Source: an optimization exercise on an open RTL-to-GDS flow (aim: small area, a short achievable clock period and few clock cycles per item). Production flows keep margins and buffers that such runs may drop.
Function was checked by simulation only, so behaviour that the tests miss may differ from the original.
No activity file was given, so power comes from the tool's default toggle rates.

==> flow/design.v <==
`default_nettype none
package qpc_pkg;
   localparam int COUNT_W    = 32;              
   localparam int DET_W      = 21;              
   localparam int STEP_W     = 7;               
   localparam int OFS_W      = 8;               
   localparam int REQ_TYPE_W = 2;
   localparam int MUL_W      = DET_W + STEP_W + 1;
   localparam int QUO_W      = COUNT_W + 1;     
   localparam int CSR_AW     = 5;
   localparam int CSR_DW     = 32;
   localparam int REG_IDX_W  = CSR_AW - 2;
   localparam logic [REQ_TYPE_W-1:0] REQ_PIN = 2'd0;
   localparam logic [REQ_TYPE_W-1:0] REQ_SET = 2'd1;
   localparam logic [REQ_TYPE_W-1:0] REQ_CLR = 2'd2;
   localparam logic [REG_IDX_W-1:0] REG_MIN_DET  = 3'd0;
   localparam logic [REG_IDX_W-1:0] REG_MAX_DET  = 3'd1;
   localparam logic [REG_IDX_W-1:0] REG_WRAP_EN  = 3'd2;
   localparam logic [REG_IDX_W-1:0] REG_STEPS    = 3'd3;
   localparam logic [REG_IDX_W-1:0] REG_OFFSET   = 3'd4;
   localparam logic [REG_IDX_W-1:0] REG_COUNT_EN = 3'd5;
   typedef struct packed {
      logic                       start;
      logic signed [COUNT_W-1:0]  dividend;
      logic [STEP_W-1:0]          divisor;
   } div_cmd_type;
   typedef struct packed {
      logic                       busy;
      logic                       done;
      logic signed [QUO_W-1:0]    quotient;
   } div_res_type;
endpackage
`default_nettype wire
`default_nettype none
import qpc_pkg::*;
module qpc_div (
   input  wire logic   clock,
   input  wire logic   reset,
   input  qpc_pkg::div_cmd_type cmd,
   output qpc_pkg::div_res_type res
);
   localparam int CNT_W = $clog2(COUNT_W);
   logic               busy_ff, busy_in;
   logic               done_ff, done_in;
   logic [CNT_W-1:0]   cnt_ff, cnt_in;
   logic [COUNT_W-1:0] dvd_ff, dvd_in;    
   logic [STEP_W-1:0]  rem_ff, rem_in;
   logic [STEP_W-1:0]  dsr_ff, dsr_in;
   logic               neg_ff, neg_in;
   logic [STEP_W:0]    trial;
   logic [STEP_W:0]    diff;
   logic               fits;
   logic [QUO_W-1:0]   mag;
   assign trial = {rem_ff, dvd_ff[COUNT_W-1]};
   assign diff  = trial - {1'b0, dsr_ff};
   assign fits  = (trial >= {1'b0, dsr_ff});
   assign mag   = {1'b0, dvd_ff};
   always_comb begin
      busy_in = busy_ff;
      done_in = 1'b0;
      cnt_in  = cnt_ff;
      dvd_in  = dvd_ff;
      rem_in  = rem_ff;
      dsr_in  = dsr_ff;
      neg_in  = neg_ff;
      if (cmd.start) begin
         busy_in = 1'b1;
         cnt_in  = '0;
         neg_in  = cmd.dividend[COUNT_W-1];
         dvd_in  = cmd.dividend[COUNT_W-1] ? COUNT_W'(-cmd.dividend) : COUNT_W'(cmd.dividend);
         rem_in  = '0;
         dsr_in  = cmd.divisor;
      end else if (busy_ff) begin
         rem_in = fits ? diff[STEP_W-1:0] : trial[STEP_W-1:0];
         dvd_in = {dvd_ff[COUNT_W-2:0], fits};
         cnt_in = cnt_ff + CNT_W'(1);
         if (cnt_ff == CNT_W'(COUNT_W - 1)) begin
            busy_in = 1'b0;
            done_in = 1'b1;
         end
      end
   end
   always_ff @(posedge clock) begin
      if (reset) begin
         busy_ff <= 1'b0;
         done_ff <= 1'b0;
         cnt_ff  <= '0;
      end else begin
         busy_ff <= busy_in;
         done_ff <= done_in;
         cnt_ff  <= cnt_in;
      end
      dvd_ff <= dvd_in;
      rem_ff <= rem_in;
      dsr_ff <= dsr_in;
      neg_ff <= neg_in;
   end
   assign res.busy     = busy_ff;
   assign res.done     = done_ff;
   assign res.quotient = neg_ff ? -$signed(mag) : $signed(mag);
endmodule
`default_nettype wire
`default_nettype none
import qpc_pkg::*;
module quadrature_position_counter_unit (
   input  wire logic              clock,
   input  wire logic              reset,
   input  wire logic                  req_valid,
   output logic                       req_ready,
   input  wire logic [qpc_pkg::REQ_TYPE_W-1:0] req_type,
   input  wire logic                  req_pin_a,
   input  wire logic                  req_pin_b,
   input  wire logic [qpc_pkg::DET_W-1:0]      req_new_value,
   output logic                       rsp_valid,
   input  wire logic                  rsp_ready,
   output logic [qpc_pkg::DET_W-1:0]           rsp_position,
   output logic [qpc_pkg::COUNT_W-1:0]         rsp_raw_count,
   input  wire logic              csr_psel,
   input  wire logic              csr_penable,
   input  wire logic              csr_pwrite,
   input  wire logic [qpc_pkg::CSR_AW-1:0] csr_paddr,
   input  wire logic [qpc_pkg::CSR_DW-1:0] csr_pwdata,
   output logic      [qpc_pkg::CSR_DW-1:0] csr_prdata,
   output logic                   csr_pready
);
   typedef enum logic [3:0] {
      ST_IDLE,
      ST_MUL_MIN,
      ST_MUL_MAX,
      ST_MUL_NV,
      ST_LOAD,
      ST_DIV,
      ST_WAIT,
      ST_FIX,
      ST_OUT
   } state_type;
   logic signed [DET_W-1:0] min_ff;
   logic signed [DET_W-1:0] max_ff;
   logic                    wrap_ff;
   logic [STEP_W-1:0]       steps_ff;
   logic signed [OFS_W-1:0] ofs_ff;
   logic                    cnt_en_ff;
   logic [REG_IDX_W-1:0]    csr_idx;
   logic                    csr_wr;
   logic [STEP_W-1:0]       steps_eff;
   assign csr_idx    = csr_paddr[CSR_AW-1:2];
   assign csr_wr     = csr_psel & csr_penable & csr_pwrite;
   assign csr_pready = 1'b1;
   assign steps_eff  = (steps_ff == '0) ? STEP_W'(1) : steps_ff;
   always_ff @(posedge clock) begin
      if (reset) begin
         min_ff    <= {1'b1, {(DET_W-1){1'b0}}};
         max_ff    <= {1'b0, {(DET_W-1){1'b1}}};
         wrap_ff   <= 1'b0;
         steps_ff  <= STEP_W'(1);
         ofs_ff    <= '0;
         cnt_en_ff <= 1'b1;
      end else if (csr_wr) begin
         case (csr_idx)
            REG_MIN_DET:  min_ff    <= csr_pwdata[DET_W-1:0];
            REG_MAX_DET:  max_ff    <= csr_pwdata[DET_W-1:0];
            REG_WRAP_EN:  wrap_ff   <= csr_pwdata[0];
            REG_STEPS:    steps_ff  <= csr_pwdata[STEP_W-1:0];
            REG_OFFSET:   ofs_ff    <= csr_pwdata[OFS_W-1:0];
            REG_COUNT_EN: cnt_en_ff <= csr_pwdata[0];
            default: ;
         endcase
      end
   end
   always_comb begin
      case (csr_idx)
         REG_MIN_DET:  csr_prdata = CSR_DW'(min_ff);
         REG_MAX_DET:  csr_prdata = CSR_DW'(max_ff);
         REG_WRAP_EN:  csr_prdata = CSR_DW'(wrap_ff);
         REG_STEPS:    csr_prdata = CSR_DW'(steps_ff);
         REG_OFFSET:   csr_prdata = CSR_DW'(ofs_ff);
         REG_COUNT_EN: csr_prdata = CSR_DW'(cnt_en_ff);
         default:      csr_prdata = '0;
      endcase
   end
   state_type                 state_ff, state_in;
   logic [3:0]                hist_ff, hist_in;
   logic signed [COUNT_W-1:0] raw_ff, raw_in;
   logic signed [COUNT_W-1:0] work_ff, work_in;    
   logic signed [COUNT_W-1:0] rep_ff, rep_in;      
   logic [REQ_TYPE_W-1:0]     type_ff, type_in;
   logic signed [DET_W-1:0]   nv_ff, nv_in;
   logic signed [MUL_W-1:0]   minr_ff, minr_in;
   logic signed [MUL_W-1:0]   maxr_ff, maxr_in;
   logic signed [MUL_W-1:0]   prod_ff, prod_in;
   logic signed [QUO_W-1:0]   q_ff, q_in;
   logic                      chk_ff, chk_in;      
   logic                      over_ff, over_in;
   logic                      under_ff, under_in;
   logic                      rsp_valid_ff, rsp_valid_in;
   logic signed [DET_W-1:0]   rsp_pos_ff, rsp_pos_in;
   logic signed [COUNT_W-1:0] rsp_raw_ff, rsp_raw_in;
   logic signed [DET_W-1:0]   mul_a;
   logic signed [MUL_W-1:0]   mul_p;
   assign mul_p = MUL_W'(mul_a * $signed({1'b0, steps_eff}));
   logic signed [COUNT_W-1:0] minr_w, maxr_w, steps_w;
   logic signed [COUNT_W-1:0] ld_v, ld_a, ld_b;
   logic signed [QUO_W-1:0]   min_q, max_q;
   logic signed [DET_W-1:0]   pos_w;
   logic                      out_load;
   logic [3:0]                hist_nx;
   logic signed [1:0]         step_nx;
   assign hist_nx = {hist_ff[1:0], req_pin_b, req_pin_a};
   always_comb begin
      case (hist_nx)
         4'd1, 4'd7, 4'd8, 4'd14:  step_nx = -2'sd1;
         4'd2, 4'd4, 4'd11, 4'd13: step_nx = 2'sd1;
         default:                  step_nx = 2'sd0;
      endcase
   end
   qpc_pkg::div_cmd_type div_cmd;
   qpc_pkg::div_res_type div_res;
   assign minr_w  = COUNT_W'(minr_ff);
   assign maxr_w  = COUNT_W'(maxr_ff);
   assign steps_w = $signed({{(COUNT_W-STEP_W){1'b0}}, steps_eff});
   assign min_q   = QUO_W'(min_ff);
   assign max_q   = QUO_W'(max_ff);
   assign ld_v = (type_ff == REQ_SET) ? (COUNT_W'(prod_ff) + COUNT_W'(ofs_ff))
                                      : COUNT_W'(ofs_ff);
   assign ld_a = (ld_v > maxr_w) ? (wrap_ff ? minr_w : maxr_w) : ld_v;
   assign ld_b = (ld_a < minr_w) ? (wrap_ff ? maxr_w : minr_w) : ld_a;
   always_comb begin
      if (q_ff > max_q) begin
         pos_w = max_ff;
      end else if (q_ff < min_q) begin
         pos_w = min_ff;
      end else begin
         pos_w = q_ff[DET_W-1:0];
      end
   end
   assign out_load = (state_ff == ST_OUT) && (!rsp_valid_ff || rsp_ready);
   assign div_cmd.start    = (state_ff == ST_DIV);
   assign div_cmd.dividend = work_ff;
   assign div_cmd.divisor  = steps_eff;
   qpc_div u_div (
      .clock (clock),
      .reset (reset),
      .cmd   (div_cmd),
      .res   (div_res)
   );
   assign req_ready     = (state_ff == ST_IDLE);
   assign rsp_valid     = rsp_valid_ff;
   assign rsp_position  = rsp_pos_ff;
   assign rsp_raw_count = rsp_raw_ff;
   always_comb begin
      state_in     = state_ff;
      hist_in      = hist_ff;
      raw_in       = raw_ff;
      work_in      = work_ff;
      rep_in       = rep_ff;
      type_in      = type_ff;
      nv_in        = nv_ff;
      minr_in      = minr_ff;
      maxr_in      = maxr_ff;
      prod_in      = prod_ff;
      q_in         = q_ff;
      chk_in       = chk_ff;
      over_in      = over_ff;
      under_in     = under_ff;
      rsp_pos_in   = rsp_pos_ff;
      rsp_raw_in   = rsp_raw_ff;
      rsp_valid_in = rsp_valid_ff && !rsp_ready;
      mul_a        = '0;
      case (state_ff)
         ST_IDLE: begin
            if (req_valid) begin
               type_in = req_type;
               nv_in   = req_new_value;
               rep_in  = raw_ff;
               if ((req_type == REQ_PIN) && cnt_en_ff) begin
                  hist_in = hist_nx;
                  work_in = raw_ff + COUNT_W'(step_nx);
                  chk_in  = 1'b1;
               end else begin
                  work_in = raw_ff;
                  chk_in  = 1'b0;
               end
               state_in = ST_MUL_MIN;
            end
         end
         ST_MUL_MIN: begin
            mul_a    = min_ff;
            minr_in  = mul_p;
            state_in = ST_MUL_MAX;
         end
         ST_MUL_MAX: begin
            mul_a   = max_ff;
            maxr_in = mul_p;
            if (type_ff == REQ_SET) begin
               state_in = ST_MUL_NV;
            end else if (type_ff == REQ_CLR) begin
               state_in = ST_LOAD;
            end else begin
               state_in = ST_DIV;
            end
         end
         ST_MUL_NV: begin
            mul_a    = nv_ff;
            prod_in  = mul_p;
            state_in = ST_LOAD;
         end
         ST_LOAD: begin
            raw_in   = ld_b;
            work_in  = ld_b;
            chk_in   = 1'b0;
            state_in = ST_DIV;
         end
         ST_DIV: begin
            state_in = ST_WAIT;
         end
         ST_WAIT: begin
            if (div_res.done) begin
               q_in = div_res.quotient;
               if (chk_ff) begin
                  over_in  = (div_res.quotient > max_q);
                  under_in = (div_res.quotient < min_q);
                  if ((div_res.quotient > max_q) || (div_res.quotient < min_q)) begin
                     state_in = ST_FIX;
                  end else begin
                     raw_in   = work_ff;
                     state_in = ST_OUT;
                  end
               end else begin
                  state_in = ST_OUT;
               end
            end
         end
         ST_FIX: begin
            if (over_ff) begin
               if (wrap_ff) begin
                  raw_in   = minr_w + work_ff - maxr_w - steps_w;
                  work_in  = minr_w + work_ff - maxr_w - steps_w;
                  chk_in   = 1'b0;
                  state_in = ST_DIV;
               end else begin
                  raw_in   = maxr_w;
                  q_in     = max_q;
                  state_in = ST_OUT;
               end
            end else begin
               if (wrap_ff) begin
                  raw_in   = maxr_w + work_ff - minr_w + steps_w;
                  work_in  = maxr_w + work_ff - minr_w + steps_w;
                  chk_in   = 1'b0;
                  state_in = ST_DIV;
               end else begin
                  raw_in   = minr_w;
                  q_in     = min_q;
                  state_in = ST_OUT;
               end
            end
         end
         ST_OUT: begin
            if (out_load) begin
               rsp_valid_in = 1'b1;
               rsp_pos_in   = pos_w;
               rsp_raw_in   = (type_ff == REQ_CLR) ? rep_ff : raw_ff;
               state_in     = ST_IDLE;
            end
         end
         default: begin
            state_in = ST_IDLE;
         end
      endcase
   end
   always_ff @(posedge clock) begin
      if (reset) begin
         state_ff     <= ST_IDLE;
         hist_ff      <= '0;
         raw_ff       <= '0;
         rsp_valid_ff <= 1'b0;
      end else begin
         state_ff     <= state_in;
         hist_ff      <= hist_in;
         raw_ff       <= raw_in;
         rsp_valid_ff <= rsp_valid_in;
      end
      work_ff    <= work_in;
      rep_ff     <= rep_in;
      type_ff    <= type_in;
      nv_ff      <= nv_in;
      minr_ff    <= minr_in;
      maxr_ff    <= maxr_in;
      prod_ff    <= prod_in;
      q_ff       <= q_in;
      chk_ff     <= chk_in;
      over_ff    <= over_in;
      under_ff   <= under_in;
      rsp_pos_ff <= rsp_pos_in;
      rsp_raw_ff <= rsp_raw_in;
   end
endmodule
`default_nettype wire
==> flow/run.sh <==
#!/bin/bash
# synth_recipe.tcl (not shown) runs the flow's synth.tcl, then flattens the netlist and writes it again
# the make line also repeats each setting of config.mk as NAME=value (left out here)
make -C /OpenROAD-flow-scripts/flow DESIGN_CONFIG=/design/flow/config.mk WORK_HOME=/design/flow/orfs CLKGATE_MAP_FILE= SYNTH_SCRIPT=/design/flow/synth_recipe.tcl finish
==> flow/config.mk <==
export PLATFORM = sky130hd
export DESIGN_NAME = quadrature_position_counter_unit
export DESIGN_NICKNAME = quadrature_position_counter_unit
export VERILOG_FILES = /design/flow/design.v
export SDC_FILE = /design/flow/constraint.sdc
export NUM_CORES = 4
export LEC_CHECK = 0
export CAP_MARGIN = 20
export CORE_MARGIN = 2
export CORE_UTILIZATION = 40
export SLEW_MARGIN = 20
==> flow/constraint.sdc <==
create_clock -name core_clock -period 9.0 [get_ports {clock}]
set_input_delay 1.8000 -clock core_clock [delete_from_list [all_inputs] [get_ports {clock}]]
set_output_delay 1.8000 -clock core_clock [all_outputs]
set_load 0.01 [all_outputs]
==> impl_metrics.yaml <==
sta:
  finalSetupTns_ps: 0
  setup_slack_ps: 527
  fmax_mhz: 118
  final_max_slew_viol_count: 0
  rsz0062_at_grt: "false"
  maxSlewHeadroom_pct: 29.6
  finalClockSkew_ps: 41.4
  fin_crit_sh_pct: 94.1
  worst_pin_slew_ps: 1050
  timing.final.crit_period_ps: 8470
  setup_violations: 0
  final_hold_viol_count: 0
detailed_routing:
  first_iter_violations: 3231
  routed_wl_mm: 127
  post_drt_wl_per_cell_um: 21.7
  dr_total_vias: 33268
  ant_nets: 0
  dr.pass1.iters: 8
  viasPerCell: 5.68
  drc: 0
synth:
  ys_types: 93
  syn_avg_cell_area_sq_um: 8.99
  synth-async-reset-ratio_pct: 0
  ys_seq_area_share_pct: 28.6
  synth_edf_count: 302
  synth_cells: 4400
  synth_nets: 5093
  yosys_warnings: 2
  ys_seq_elements: 414
  synthFlopType: "edfxtp_1"
  netlist_area_sq_um: 39600
worst_setup_path:
  rr_worst_depth: 34
  critPathKind: "reg -> reg"
  slowest_delay_ps: 560
  end_kind: "register"
  r2r_slack_ps: 530
  crit_slowest_cell: "or4_1"
  cp.arrival_ps: 9010
  rr_startpoint: "prod_ff[0]"
  worstSetupStartpointType: "register"
  worstPathRequired_ps: 9540
  crit_fanout: 9
  reg2reg_to: "raw_ff[19]"
pwr:
  max-vdd-ir-drop_uv: 223
  power_uw: 16100
  p_leak_uw: 0.0193
  p_per_area_nw_per_um2: 361
clocking:
  clock-sinks: 414
  cts.clk_slew.worst_paths_ps: 60
  insertion_delay_ps: 640
  cts_buffers: 50
  cts_hold_buffers: 0
  cts_root_buf: "clkbuf_16"
  clock_path_buffers: 3
  htreeDepth: 2
  cts_tree: "yes"
worst_hold_path:
  hold_end: "u_div.rem_ff[6]"
  min_from: "u_div.rem_ff[6]"
  whs_path_depth: 2
  hp-class: "reg -> reg"
floorplan:
  rows: 115
  num_io_pins: 157
  core-area_sq_um: 98300
  initial_core_util_pct: 40.3
  fp.dieW_um: 318
  die_y_um: 318
  dieArea_sq_um: 101000
layout:
  n_antenna_cell: 0
  instances_no_fill: 5854
  layout.nets: 5218
  drive_gt1_share_pct: 6.72
  areaGrowthSynthToFinish_pct: 12.6
  final_area_sq_um: 44600
  final.fill_count: 9507
placement:
  dp_hpwl_mm: 101
  dp_slack_ps: 496
  place_inst: 5756
  port_buffers: 142
  routabilityCongestion: 0.939
  placed_area_sq_um: 42800
global_route:
  grt_pass1_wl_mm: 193
  globalRouteTotalUtil_pct: 24.6
  antenna_found_initial: 1
  overflow: 0
  grt_pass1_vias: 31481
  grt_start_max_net_pins: 110
flow_run:
  cap_viol_max_count: 0
status:
  outcome: "complete, no violations"
[timing repair]
item / CTS / global route
gates resized for setup: 0 / 2
endpoints found under the setup margin: 0 / 25
setup buffers: 0 / 0
[where the power goes]
group / internal, uW / total [uW] / switching [uW] / leakage (uW)
Combinational: 4250 / 10900 / 6670 / 0.0148
Sequential: 2590 / 3030 / 432 / 0.00373
Clock: 1250 / 2130 / 874 / 0.000848
[how the worst max path moves through the flow]
stage,startpoint,depth (start not counted),to,slack (ps)
2_1_floorplan,ofs_ff[7],33,work_ff[0],1210
3_5_place_dp,ofs_ff[6],32,work_ff[1],500
4_1_cts,ofs_ff[6],32,work_ff[20],460
6_report,prod_ff[0],34,raw_ff[19],530
5_1_grt,ofs_ff[7],31,work_ff[15],30
3_3_place_gp,ofs_ff[6],33,work_ff[15],550
[per-layer routing]
metal / share of wire, % / vias up / GRT usage [%] / wire length [um]
met5: 0 / - / 0 / 0
met4: 3.0 / 0 / 7.21 / 3800
met3: 7.2 / 167 / 3.66 / 9140
met2: 44 / 1112 / 37.7 / 55400
met1: 46 / 16077 / 35.7 / 58700
li1: - / 15912 / - / -
[synth_stat cells, types with 13 or more instances]
master	n	area (sq um)
inv_1	466	1750
and3_1	16	100
nand2b_1	70	438
a31oi_1	24	150
o211a_1	16	160
nand2_1	359	1350
a22oi_1	16	120
nor3_1	65	325
buf_1	20	75.1
ha_1	434	5430
xnor2_1	130	1140
and2_1	25	156
xor2_1	49	429
dfxtp_1	112	2240
o21ai_0	218	1090
a222oi_1	16	160
a211oi_1	50	375
mux2i_1	148	1480
o21a_1	31	233
clkbuf_1	148	556
nand3_1	61	305
nor2_1	428	1610
o31ai_1	24	180
a211o_1	44	385
edfxtp_1	302	9070
nor2b_1	43	269
mux2_2	50	563
nand4_1	54	338
or3_1	18	113
or2_2	18	113
a311oi_1	13	114
buf_4	13	97.6
a21oi_1	354	1770
o41ai_1	13	114
o21bai_1	19	143
fa_1	190	3800
o211ai_1	48	360
a21o_1	106	796
nor4_1	16	100
[through the flow]
stage               utilization, %  hold WS (ps)
floorplan                        -           406
global placement              43.5           464
detailed placement            43.5           472
CTS                           45.3           483
global route                  45.3           506
finish                        45.3           484
[sequential cells by signal (all words and copies together) (netlist names), 8 cells and up]
signal / cells
prod_ff: 29
min_ff: 21
u_div.dvd_ff: 32
q_ff: 33
work_ff: 32
rsp_raw_ff: 32
maxr_ff: 29
rsp_pos_ff: 21
ofs_ff: 8
nv_ff: 21
rep_ff: 32
raw_ff: 32
max_ff: 21
minr_ff: 29
[logic make-up (layout without fill, tap and decap cells)]
group           Yosys count  count (layout)  synth area share (%)
compound gates         1118            1118                  18.5
mux                     200             200                  5.28
xor+xnor                179             179                  3.96
other cells               1               1               0.00948
simple gates           1207            1207                  13.9
flops                   414             414                  28.6
fa+ha+maj               624             624                  23.3
buf+inv                 657             824                  6.40
[area by class of cell]
class | instances | area, sq um | area share [%]
clock inverters | 23 | 245 | 0.550
flip-flops and latches | 414 | 11300 | 25.4
repair buffers | 259 | 2330 | 5.24
multi-input cells | 3329 | 25800 | 57.9
clock buffers | 71 | 1500 | 3.36
inverters | 471 | 1770 | 3.97
well taps | 1287 | 1610 | 3.61
[worst max-delay path: cells and delay by family, from the launching register on]
family	cells	cell delay [ps]
flip-flops	1	370
buffers and inverters	4	670
AO/OA/AOI/OAI	9	2330
AND/OR/NAND/NOR	15	3210
multiplexers	2	750
adder cells (fa/ha/maj)	4	1060
[cell usage in the layout, fill, tap and decap left out, types with 44 or more instances in the layout]
cell               n
a211o_1           44
a211oi_1          50
a21o_1           106
a21oi_1          354
buf_4            110
clkbuf_16         55
clkdlybuf4s50_1  141
dfxtp_1          111
edfxtp_1         302
fa_1             190
ha_1             434
inv_1            465
mux2_2            50
mux2i_1          148
nand2_1          359
nand2b_1          70
nand3_1           61
nand4_1           54
nor2_1           423
nor3_1            61
o211ai_1          48
o21ai_0          217
xnor2_1          130
xor2_1            49
Testbench counts, summed over its fixed seeds: cycles 369,912, items 9,600.

## what the ideal ports hide
The results above use ideal ports. As a check the final layout listed here was re-extracted and re-timed, cells and wires unchanged. Step 1 (the two cells are an assumption about what drives the block):
set clk [get_ports {clock}]
set_driving_cell -lib_cell sky130_fd_sc_hd__clkbuf_16 $clk
set_driving_cell -lib_cell sky130_fd_sc_hd__buf_2 [delete_from_list [all_inputs] $clk]
Step 2 adds t to the input delays and takes it off the output delays; t is the mean of the earliest and latest rising clock arrival at the registers after step 1. Input paths then give back, and output paths get back, about the clock's delay inside the block. a / b / c = ideal / step 1 / step 2; a / b = the first two.
t (ns): 0.694
slack for setup (ns): 0.527 / 0.527 / 0.527
worst setup path at the end: register to register
slew at the worst register clock pin (ns): 0.07 / 0.07
worst slew at a driven data input, ns: 0.05
After both steps this run still meets setup and hold. For this run, drivers alone change the setup slack by 0.000 ns; drivers and shift together by 0.000 ns.
